Background: an optimization exercise with open tools, aiming at small area, a short achievable clock period and few clock cycles per item. Do not read the settings as production practice.
At most, simulation tests tie the RTL to the original design; equivalence was not proved.
Power figures rest on the tool's default switching activity, not on a simulated workload.

==> module page_frame_replacement_top, before the edit <==
module page_frame_replacement_top #(
  parameter int NUM_FRAMES  = pfr_pkg::NUM_FRAMES_DEF,
  parameter int STAMP_WIDTH = pfr_pkg::STAMP_WIDTH_DEF
) (
  input  logic          clk,
  input  logic          rst,
  input  logic          start,
  output logic          busy,
  input  pfr_pkg::cmd_t cmd,
  output logic          done,
  output pfr_pkg::rsp_t rsp,
  input  logic          cfg_valid,
  output logic          cfg_ready,
  input  logic          cfg_data
);
  localparam int NF = 16;
  localparam logic [1:0] M_PASS0 = 2'd0;   
  localparam logic [1:0] M_PASS1 = 2'd1;   
  localparam logic [1:0] M_PASS2 = 2'd2;   
  localparam logic [1:0] M_PASS3 = 2'd3;   
  logic [NF-1:0] occ_bits;
  logic [NF-1:0] use_bits;
  logic [NF-1:0] dirty_bits;
  logic [3:0]    hand;
  logic          policy;
  logic [3:0]    lst [NF];      
  logic          pv;            
  logic [3:0]    pf;
  logic [NF-1:0] pf_at;         
  logic [NF-1:0] pf_after;      
  logic [3:0]    lru_idx;
  logic          stamp_any;
  logic [3:0]    stamp_idx;
  logic [1:0]    mode;          
  logic          pend;          
  logic          acc;
  logic          req_alloc, is_touch, is_rel;
  logic          clk_ev, any_a, defer, do_alloc;
  logic [NF-1:0] idx_oh;
  logic          idx_occ;
  logic          all_occ;
  logic [NF-1:0] free_oh;
  logic [NF-1:0] lru_oh;
  logic [NF-1:0] clk_oh;
  logic [NF-1:0] vic_oh;
  logic [3:0]    vic_idx, free_idx, clk_idx;
  logic          vic_dirty;
  logic [3:0]    hand_next;
  logic [NF-1:0] hmask;       
  logic [NF-1:0] cand, cand_hi;
  logic [31:0]   dbl, dbl_seen;   
  logic [NF-1:0] clr_use;
  logic [NF-1:0] grant, grant_free, grant_dirty, tch, rel;
  assign busy      = pend;
  assign cfg_ready = 1'b1;
  always_comb begin
    acc       = start && !pend;
    req_alloc = acc && (cmd.opcode == pfr_pkg::OP_ALLOC);
    is_touch  = acc && (cmd.opcode == pfr_pkg::OP_TOUCH);
    is_rel    = acc && (cmd.opcode == pfr_pkg::OP_RELEASE);
    idx_oh    = NF'(1) << cmd.frame_index;
    idx_occ   = occ_bits[cmd.frame_index];
    all_occ = &occ_bits;
    clk_ev  = all_occ && !policy;
    any_a   = |(~use_bits & ~dirty_bits);
    defer   = req_alloc && clk_ev && !any_a;
    do_alloc = (req_alloc && !defer) || pend;
    for (int i = 0; i < NF; i++) begin
      free_oh[i] = !occ_bits[i];
      for (int k = 0; k < i; k++) begin
        if (!occ_bits[k]) free_oh[i] = 1'b0;
      end
    end
    for (int k = 0; k < NF; k++) pf_at[k] = (lst[k] == pf);
    for (int k = 0; k < NF; k++) begin
      pf_after[k] = 1'b0;
      for (int j = k; j < NF; j++) begin
        if (pf_at[j]) pf_after[k] = 1'b1;
      end
    end
    lru_idx = (pv && pf_at[NF-1]) ? lst[NF-2] : lst[NF-1];
    lru_oh  = NF'(1) << lru_idx;
    for (int i = 0; i < NF; i++) hmask[i] = (4'(i) >= hand);
    unique case (mode)
      M_PASS0: cand = ~use_bits & ~dirty_bits;
      M_PASS1: cand = ~use_bits;
      M_PASS2: cand = ~dirty_bits;
      default: cand = '1;
    endcase
    cand_hi = cand & hmask;
    dbl     = {cand, cand_hi};
    for (int i = 0; i < 32; i++) begin
      dbl_seen[i] = 1'b0;
      for (int k = 0; k <= i; k++) begin
        if (dbl[k]) dbl_seen[i] = 1'b1;
      end
    end
    clk_oh = (cand_hi & ~{dbl_seen[14:0], 1'b0}) | (cand & ~dbl_seen[30:15]);
    hand_next = '0;
    for (int i = 0; i < NF; i++) begin
      if (clk_oh[i]) hand_next = hand_next | 4'(i + 1);
    end
    if (!all_occ)    vic_oh = free_oh;
    else if (policy) vic_oh = lru_oh;
    else             vic_oh = clk_oh;
    free_idx = '0;
    clk_idx  = '0;
    for (int i = 0; i < NF; i++) begin
      if (free_oh[i]) free_idx = free_idx | 4'(i);
      if (clk_oh[i])  clk_idx  = clk_idx | 4'(i);
    end
    if (!all_occ)    vic_idx = free_idx;
    else if (policy) vic_idx = lru_idx;
    else             vic_idx = clk_idx;
    vic_dirty = all_occ && (policy ? dirty_bits[lru_idx] : mode[0]);
    unique case (mode)
      M_PASS0: clr_use = '0;
      M_PASS1: clr_use = (hmask & ~dbl_seen[15:0]) | ~dbl_seen[31:16];
      default: clr_use = '1;
    endcase
    grant = do_alloc ? vic_oh : '0;
    grant_free  = (do_alloc && !all_occ) ? free_oh : '0;
    grant_dirty = (clk_ev && !mode[0]) ? '0 : grant;
    tch   = is_touch ? (idx_oh & occ_bits) : '0;
    rel   = is_rel ? (idx_oh & occ_bits) : '0;
    stamp_any = do_alloc || (is_touch && idx_occ);
    stamp_idx = do_alloc ? vic_idx : cmd.frame_index;
  end
  always_ff @(posedge clk) begin
    if (rst) begin
      occ_bits <= '0;
      hand     <= '0;
      policy   <= 1'b0;
      done     <= 1'b0;
      mode     <= M_PASS0;
      pend     <= 1'b0;
    end else begin
      done <= (acc && !defer) || pend;
      pend <= defer;
      if (defer) begin
        if (|(~use_bits))        mode <= M_PASS1;
        else if (|(~dirty_bits)) mode <= M_PASS2;
        else                     mode <= M_PASS3;
      end else begin
        mode <= M_PASS0;
      end
      if (cfg_valid) policy <= cfg_data;
      occ_bits <= grant_free | (occ_bits & ~rel);
      if (do_alloc && clk_ev) hand <= hand_next;
    end
  end
  always_ff @(posedge clk) begin
    use_bits   <= grant | tch | (use_bits & ~clr_use);
    dirty_bits <= (cmd.is_write ? tch : '0) | (dirty_bits & ~grant_dirty);
  end
  always_ff @(posedge clk) begin
    rsp.result_frame <= do_alloc ? vic_idx : cmd.frame_index;
    rsp.victim_dirty <= do_alloc && vic_dirty;
    if (do_alloc)                 rsp.status <= all_occ ? pfr_pkg::ST_EVICT : pfr_pkg::ST_FREE;
    else if (is_touch && idx_occ) rsp.status <= pfr_pkg::ST_TOUCH;
    else if (is_rel && idx_occ)   rsp.status <= pfr_pkg::ST_RELEASE;
    else                          rsp.status <= pfr_pkg::ST_REJECT;
  end
  always_ff @(posedge clk) begin
    if (rst) begin
      pv <= 1'b0;
      for (int k = 0; k < NF; k++) lst[k] <= 4'(k);
    end else begin
      pv <= stamp_any;
      if (pv) begin
        lst[0] <= pf;
        for (int k = 1; k < NF; k++) begin
          if (pf_after[k]) lst[k] <= lst[k-1];
        end
      end
    end
  end
  always_ff @(posedge clk) begin
    pf <= stamp_idx;
  end
endmodule
make LEC_CHECK=0 CAP_MARGIN=20 CORE_MARGIN=2 CORE_UTILIZATION=40 CTS_BUF_LIST='sky130_fd_sc_hd__clkbuf_4 sky130_fd_sc_hd__clkbuf_8' SETUP_SLACK_MARGIN=2.0 SLEW_MARGIN=20 TNS_END_PERCENT=10 finish   # period 5.0 ns
run.sh (not shown) runs the stock make flow with config.mk's settings and CLKGATE_MAP_FILE= SYNTH_SCRIPT=/design/flow/synth_recipe.tcl, a recipe that flattens the netlist after the stock synthesis.
The starting point passed the timing, DRC and antenna checks.
==> next run, changes <==
--- a/flow/design.v
+++ b/flow/design.v
@@ -72,8 +72,9 @@
   logic [NF-1:0] cand, cand_hi;
   logic [31:0]   dbl, dbl_seen;   
   logic [NF-1:0] clr_use;
   logic [NF-1:0] grant, grant_free, grant_dirty, tch, rel;
+  assign pend      = (mode != M_PASS0);
   assign busy      = pend;
   assign cfg_ready = 1'b1;
   always_comb begin
     acc       = start && !pend;
@@ -154,12 +155,10 @@
       hand     <= '0;
       policy   <= 1'b0;
       done     <= 1'b0;
       mode     <= M_PASS0;
-      pend     <= 1'b0;
     end else begin
       done <= (acc && !defer) || pend;
-      pend <= defer;
       if (defer) begin
         if (|(~use_bits))        mode <= M_PASS1;
         else if (|(~dirty_bits)) mode <= M_PASS2;
         else                     mode <= M_PASS3;
The new run went through all stages and came out clean.
First-iteration DRC count rises by 17%.
Wire length is lower by 3.9%.
Global-route usage is lower by 0.45 points.
Power shrinks by 1.7%.
Critical path depth increases by 1.
Via count decreases by about 0.7%.
Setup slack gets better by 47 ps.
Testbench counts after the change, summed over its fixed seeds: cycles 6,620, requests 6,400.
Function not checked in the first run of this note: the RTL went through the layout flow alone.

## run D
Another version of the RTL of page_frame_replacement_top (not shown whole).
Size in the first run: roughly 970 cells after synthesis, about 130 flip-flops, ~23 I/O pins, ~0.0081 sq mm of cells after synthesis.
==> module page_frame_replacement_top, before the edit <==
module page_frame_replacement_top #(
  parameter int NUM_FRAMES  = pfr_pkg::NUM_FRAMES_DEF,
  parameter int STAMP_WIDTH = pfr_pkg::STAMP_WIDTH_DEF
) (
  input  logic          clk,
  input  logic          rst,
  input  logic          start,
  output logic          busy,
  input  pfr_pkg::cmd_t cmd,
  output logic          done,
  output pfr_pkg::rsp_t rsp,
  input  logic          cfg_valid,
  output logic          cfg_ready,
  input  logic          cfg_data
);
  localparam int NF = 16;
  localparam logic [1:0] M_PASS0 = 2'd0;   
  localparam logic [1:0] M_PASS1 = 2'd1;   
  localparam logic [1:0] M_PASS2 = 2'd2;   
  localparam logic [1:0] M_PASS3 = 2'd3;   
  logic [NF-1:0] occ_bits;
  logic [NF-1:0] use_bits;
  logic [NF-1:0] dirty_bits;
  logic [3:0]    hand;
  logic          policy;
  logic [3:0]    lst [NF];      
  logic [3:0]    pf;            
  logic [NF-1:0] pf_at;         
  logic [NF-1:0] pf_after;      
  logic [3:0]    lru_idx;
  logic          stamp_any;
  logic [3:0]    stamp_idx;
  logic [1:0]    mode;          
  logic          pend;          
  logic          acc;
  logic          req_alloc, is_touch, is_rel;
  logic          clk_ev, any_a, defer, do_alloc;
  logic [NF-1:0] idx_oh;
  logic          idx_occ;
  logic          all_occ;
  logic [NF-1:0] free_oh;
  logic [NF-1:0] lru_oh;
  logic [NF-1:0] clk_oh;
  logic [NF-1:0] vic_oh;
  logic [3:0]    vic_idx, free_idx, clk_idx;
  logic          vic_dirty;
  logic [3:0]    hand_next;
  logic [NF-1:0] hmask;       
  logic [NF-1:0] cand, cand_hi;
  logic [31:0]   dbl, dbl_seen;   
  logic [NF-1:0] clr_use;
  logic [NF-1:0] grant, tch, rel;
  assign pend      = (mode != M_PASS0);
  assign busy      = pend;
  assign cfg_ready = 1'b1;
  always_comb begin
    acc       = start && !pend;
    req_alloc = acc && (cmd.opcode == pfr_pkg::OP_ALLOC);
    is_touch  = acc && (cmd.opcode == pfr_pkg::OP_TOUCH);
    is_rel    = acc && (cmd.opcode == pfr_pkg::OP_RELEASE);
    idx_oh    = NF'(1) << cmd.frame_index;
    idx_occ   = occ_bits[cmd.frame_index];
    all_occ = &occ_bits;
    clk_ev  = all_occ && !policy;
    any_a   = |(~use_bits & ~dirty_bits);
    defer   = req_alloc && clk_ev && !any_a;
    do_alloc = (req_alloc && !defer) || pend;
    for (int i = 0; i < NF; i++) begin
      free_oh[i] = !occ_bits[i];
      for (int k = 0; k < i; k++) begin
        if (!occ_bits[k]) free_oh[i] = 1'b0;
      end
    end
    for (int k = 0; k < NF; k++) pf_at[k] = (lst[k] == pf);
    for (int k = 0; k < NF; k++) begin
      pf_after[k] = 1'b0;
      for (int j = k; j < NF; j++) begin
        if (pf_at[j]) pf_after[k] = 1'b1;
      end
    end
    lru_idx = pf_at[NF-1] ? lst[NF-2] : lst[NF-1];
    lru_oh  = NF'(1) << lru_idx;
    for (int i = 0; i < NF; i++) hmask[i] = (4'(i) >= hand);
    unique case (mode)
      M_PASS0: cand = ~use_bits & ~dirty_bits;
      M_PASS1: cand = ~use_bits;
      M_PASS2: cand = ~dirty_bits;
      default: cand = '1;
    endcase
    cand_hi = cand & hmask;
    dbl     = {cand, cand_hi};
    for (int i = 0; i < 32; i++) begin
      dbl_seen[i] = 1'b0;
      for (int k = 0; k <= i; k++) begin
        if (dbl[k]) dbl_seen[i] = 1'b1;
      end
    end
    clk_oh = (cand_hi & ~{dbl_seen[14:0], 1'b0}) | (cand & ~dbl_seen[30:15]);
    hand_next = '0;
    for (int i = 0; i < NF; i++) begin
      if (clk_oh[i]) hand_next = hand_next | 4'(i + 1);
    end
    if (!all_occ)    vic_oh = free_oh;
    else if (policy) vic_oh = lru_oh;
    else             vic_oh = clk_oh;
    free_idx = '0;
    clk_idx  = '0;
    for (int i = 0; i < NF; i++) begin
      if (free_oh[i]) free_idx = free_idx | 4'(i);
      if (clk_oh[i])  clk_idx  = clk_idx | 4'(i);
    end
    if (!all_occ)    vic_idx = free_idx;
    else if (policy) vic_idx = lru_idx;
    else             vic_idx = clk_idx;
    vic_dirty = all_occ && (policy ? dirty_bits[lru_idx] : mode[0]);
    unique case (mode)
      M_PASS0: clr_use = '0;
      M_PASS1: clr_use = (hmask & ~dbl_seen[15:0]) | ~dbl_seen[31:16];
      default: clr_use = '1;
    endcase
    grant = do_alloc ? vic_oh : '0;
    tch   = is_touch ? (idx_oh & occ_bits) : '0;
    rel   = is_rel ? (idx_oh & occ_bits) : '0;
    stamp_any = do_alloc || (is_touch && idx_occ);
    stamp_idx = do_alloc ? vic_idx : cmd.frame_index;
  end
  always_ff @(posedge clk) begin
    if (rst) begin
      occ_bits <= '0;
      hand     <= '0;
      policy   <= 1'b0;
      done     <= 1'b0;
      mode     <= M_PASS0;
    end else begin
      done <= (acc && !defer) || pend;
      if (defer) begin
        if (|(~use_bits))        mode <= M_PASS1;
        else if (|(~dirty_bits)) mode <= M_PASS2;
        else                     mode <= M_PASS3;
      end else begin
        mode <= M_PASS0;
      end
      if (cfg_valid) policy <= cfg_data;
      occ_bits <= grant | (occ_bits & ~rel);
      if (do_alloc && clk_ev) hand <= hand_next;
    end
  end
  always_ff @(posedge clk) begin
    use_bits   <= grant | tch | (use_bits & ~clr_use);
    dirty_bits <= (cmd.is_write ? tch : '0) | (dirty_bits & ~grant);
  end
  always_ff @(posedge clk) begin
    rsp.result_frame <= do_alloc ? vic_idx : cmd.frame_index;
    rsp.victim_dirty <= do_alloc && vic_dirty;
    if (do_alloc)                 rsp.status <= all_occ ? pfr_pkg::ST_EVICT : pfr_pkg::ST_FREE;
    else if (is_touch && idx_occ) rsp.status <= pfr_pkg::ST_TOUCH;
    else if (is_rel && idx_occ)   rsp.status <= pfr_pkg::ST_RELEASE;
    else                          rsp.status <= pfr_pkg::ST_REJECT;
  end
  always_ff @(posedge clk) begin
    if (rst) begin
      pf <= '0;
      for (int k = 0; k < NF; k++) lst[k] <= 4'(k);
    end else begin
      if (stamp_any) pf <= stamp_idx;
      lst[0] <= pf;
      for (int k = 1; k < NF; k++) begin
        if (pf_after[k]) lst[k] <= lst[k-1];
      end
    end
  end
endmodule
clock: 5.0 ns
lec_check: 0
cap_margin: 20
core_margin: 2
core_utilization: 40
cts_buf_list: sky130_fd_sc_hd__clkbuf_4 sky130_fd_sc_hd__clkbuf_8
setup_slack_margin: 2.0
slew_margin: 20
Inputs modified between run D and run G:
--- a/flow/design.v
+++ b/flow/design.v
@@ -44,11 +44,12 @@
   logic [NF-1:0] use_bits;
   logic [NF-1:0] dirty_bits;
   logic [3:0]    hand;
   logic          policy;
   logic [3:0]    lst [NF];      
-  logic [3:0]    pf;            
+  logic          pv;            
+  logic [3:0]    pf;
   logic [NF-1:0] pf_at;         
   logic [NF-1:0] pf_after;      
   logic [3:0]    lru_idx;
   logic          stamp_any;
   logic [3:0]    stamp_idx;
@@ -98,11 +99,11 @@
       pf_after[k] = 1'b0;
       for (int j = k; j < NF; j++) begin
         if (pf_at[j]) pf_after[k] = 1'b1;
       end
     end
-    lru_idx = pf_at[NF-1] ? lst[NF-2] : lst[NF-1];
+    lru_idx = (pv && pf_at[NF-1]) ? lst[NF-2] : lst[NF-1];
     lru_oh  = NF'(1) << lru_idx;
     for (int i = 0; i < NF; i++) hmask[i] = (4'(i) >= hand);
     unique case (mode)
       M_PASS0: cand = ~use_bits & ~dirty_bits;
       M_PASS1: cand = ~use_bits;
@@ -179,16 +180,21 @@
     else if (is_rel && idx_occ)   rsp.status <= pfr_pkg::ST_RELEASE;
     else                          rsp.status <= pfr_pkg::ST_REJECT;
   end
   always_ff @(posedge clk) begin
     if (rst) begin
-      pf <= '0;
+      pv <= 1'b0;
       for (int k = 0; k < NF; k++) lst[k] <= 4'(k);
     end else begin
-      if (stamp_any) pf <= stamp_idx;
-      lst[0] <= pf;
-      for (int k = 1; k < NF; k++) begin
-        if (pf_after[k]) lst[k] <= lst[k-1];
-      end
-    end
+      pv <= stamp_any;
+      if (pv) begin
+        lst[0] <= pf;
+        for (int k = 1; k < NF; k++) begin
+          if (pf_after[k]) lst[k] <= lst[k-1];
+        end
+      end
+    end
+  end
+  always_ff @(posedge clk) begin
+    pf <= stamp_idx;
   end
 endmodule
==> comparison <==
Cell at the slowest stage of the critical path: sky130_fd_sc_hd__or4b_4 -> run D, sky130_fd_sc_hd__or4_4 -> run G. When run G is set beside run D, its sequential share of cell area turns out to be 1.4 points larger. Summary: power, run G better than run D. Run D → run G: maximum frequency shows no meaningful change; worst voltage drop across the vdd grid shows an increase of 0.0044 mV; count of pins over their slew limit shows no meaningful change.
Testbench counts of run G, summed over its fixed seeds: cycles 6,620, requests 6,400.
The RTL of run D was laid out without a check of its function.

## separate check: timing with driven ports
The flow's constraints put no driver on any port. The routed layouts listed below were extracted and timed again, unchanged, in two steps.
Step 1, drivers: a clkbuf_16 drives clk and a buf_2 each remaining input, both assumed.
Step 2 moves the port delays by t, midway between the first and last clock arrival at a register: inputs arrive t later, outputs are due t later. That takes back most of the time a late clock gives input paths.
Three values: no drivers, after step 1, after step 2; two values: the first two.
run | t (ns) | slack for setup (ns) | worst hold slack (ns) | worst setup path at the end
the first run of note 1 | 0.499 | 1.985 / 1.985 / 1.549 | 0.489 / 0.489 / 0.489 | input to register
the second run of note 1 | 0.506 | 2.032 / 2.032 / 1.576 | 0.493 / 0.493 / 0.493 | input to register
run D | 0.493 | 1.888 / 1.888 / 1.626 | 0.438 / 0.438 / 0.438 | input to register
run G | 0.486 | 1.890 / 1.890 / 1.631 | 0.494 / 0.494 / 0.494 | input to register
After both steps setup and hold are still met in every run listed. The setup slack of the second run of note 1, which loses most, moves by 0.000 ns with the drivers and by -0.456 ns with both steps.
